Source: an optimization exercise on an open RTL-to-GDS flow (aim: small area, a short achievable clock period and few clock cycles). Production flows keep margins and buffers that such runs may drop.
At most, simulation tests tie the RTL to the original design; equivalence was not proved.
Power figures rest on the tool's default switching activity, not on a simulated workload.

## north
Design log2_latency_histogram_top, start of the top module:
module log2_latency_histogram_top #(
    parameter int BUCKETS = l2lh_pkg::BUCKETS_DEF
) (
    input  logic                         i_clk,
    input  logic                         i_rst_n,
    input  logic                         i_cfg_valid,
    output logic                         o_cfg_ready,
    input  logic                         i_cfg_enable,
    input  logic                         i_in_valid,
    output logic                         o_in_ready,
    input  logic                         i_action,
    input  logic [l2lh_pkg::LAT_W-1:0]   i_latency_ms,
    input  logic [l2lh_pkg::PCT_W-1:0]   i_percentile,
    output logic                         o_out_valid,
    input  logic                         i_out_ready,
    output logic [l2lh_pkg::LAT_W-1:0]   o_sample_count,
    output logic [l2lh_pkg::LAT_W-1:0]   o_mean_ms,
    output logic [l2lh_pkg::BOUND_W-1:0] o_percentile_bound_ms,
    output logic [l2lh_pkg::LAT_W-1:0]   o_max_ms
);
For scale: roughly 8300 cells after synthesis, roughly 180 I/O pins, roughly 84000 µm² of cells after synthesis.
clock: 8.0 ns
lec_check: 0
cap_margin: 20
core_margin: 2
core_utilization: 62
cts_buf_list: sky130_fd_sc_hd__clkbuf_8
cts_cluster_diameter: 50
cts_cluster_size: 16
setup_slack_margin: 4.3
slew_margin: 20
standard.sh (not shown) runs the stock make flow with config.mk's settings and CLKGATE_MAP_FILE= SYNTH_SCRIPT=/design/flow/synth_recipe.tcl, a recipe that flattens the netlist after the stock synthesis.
==> flow/flow/run.sh <==
#!/bin/bash
# The standard layout, with plain buffers (not delay cells) on the ports.
set -euo pipefail
bash standard.sh finish BUFFER_PORTS_ARGS="-buffer_cell sky130_fd_sc_hd__buf_2" > standard_flow.log 2>&1
Testbench counts of north, summed over its fixed seeds: cycles 9,748.
The following lists how south was set up differently from north:
# north
export LEC_CHECK = 0
export CAP_MARGIN = 20
export CORE_MARGIN = 2
export CORE_UTILIZATION = 62
export CTS_BUF_LIST = sky130_fd_sc_hd__clkbuf_8
export CTS_CLUSTER_DIAMETER = 50
export CTS_CLUSTER_SIZE = 16
export SETUP_SLACK_MARGIN = 4.3
export SLEW_MARGIN = 20
create_clock -name core_clock -period 8.0 [get_ports {i_clk}]
# south
export LEC_CHECK = 0
export CAP_MARGIN = 20
export CORE_MARGIN = 2
export CORE_UTILIZATION = 55
export CTS_BUF_LIST = sky130_fd_sc_hd__clkbuf_8
export CTS_CLUSTER_DIAMETER = 50
export CTS_CLUSTER_SIZE = 16
export SETUP_SLACK_MARGIN = 4.5
export SLEW_MARGIN = 20
create_clock -name core_clock -period 8.0 [get_ports {i_clk}]
==> run notes <==
south vs north on final critical-path required period: south is the lower one. The final RePlAce weighted congestion of south falls short of that of north by about 2.1%. In terms of peak per-stage delay on the critical path, north and south differ only marginally. Re die area: south and north aren't equal, and the lower value belongs to north. In south the final cell count without fillers turned out 3.6% higher than in north. south ended with every stage complete and zero timing, DRC or antenna violations. south leaves more setup margin than north.

========
## the previous run
Another version of the RTL of log2_latency_histogram_top (not shown whole).
Size: about 8100 cells after synthesis, ~1600 flip-flops, roughly 180 I/O pins, roughly 82000 um2 of cells after synthesis.
clock: 8.0 ns
lec_check: 0
cap_margin: 20
core_margin: 2
core_utilization: 40
setup_slack_margin: 5.0
slew_margin: 20
Scripts as last shown in full above: flow/flow/run.sh
Changes in the current run relative to the previous run:
==> flow/run.sh (new file) <==
#!/bin/bash
# synth_recipe.tcl (not shown) runs the flow's synth.tcl, then flattens the netlist and writes it again
# the make line also repeats each setting of config.mk as NAME=value (left out here)
make -C /OpenROAD-flow-scripts/flow DESIGN_CONFIG=/design/flow/config.mk WORK_HOME=/design/flow/orfs CLKGATE_MAP_FILE= SYNTH_SCRIPT=/design/flow/synth_recipe.tcl finish
removed: flow/flow/run.sh
removed: flow/standard.sh
Notes after the runs:
Looking at slowest cell on the critical path, the sky130_fd_sc_hd__a222oi_1 result is from the previous run; the sky130_fd_sc_hd__fa_2 one comes from the current run. The current run vs. the previous run: total power after layout dropped 1.1%, wire length after detailed routing barely changed, multi-input combinational cell count barely changed, sequential cell fraction of total power climbed 0.5 points.
Function was not checked in any run of this note: the RTL went through the layout flow alone.

## re-timing with driven ports
Ports are ideal in the flow. The routed layouts listed here were re-timed in OpenROAD.
Step 1 (the two cells are an assumption about what drives the block):
set clk [get_ports {i_clk}]
set_driving_cell -lib_cell sky130_fd_sc_hd__clkbuf_16 $clk
set_driving_cell -lib_cell sky130_fd_sc_hd__buf_2 [delete_from_list [all_inputs] $clk]
Step 2 times the ports against the registers' clock, not the clock port: input delays grow and output delays shrink by t, the midpoint of the rising clock arrivals with the driver on.
Three values: no drivers, after step 1, after step 2; two values: the first two.
run	t, ns	slack for setup (ns)	hold slack, ns	worst setup path after step 2	clock arrival spread, ns
north	0.986	4.311 / 4.311 / 4.311	0.324 / 0.324 / 0.324	register to register	0.086 / 0.086
south	1.006	4.482 / 4.482 / 4.482	0.335 / 0.335 / 0.335	register to register	0.068 / 0.068
the previous run	0.930	3.937 / 3.937 / 3.937	0.301 / 0.301 / 0.301	register to register	0.052 / 0.052
the current run	0.905	3.931 / 3.931 / 3.931	0.325 / 0.325 / 0.325	register to register	0.062 / 0.061
After both steps every run listed still meets setup and hold.
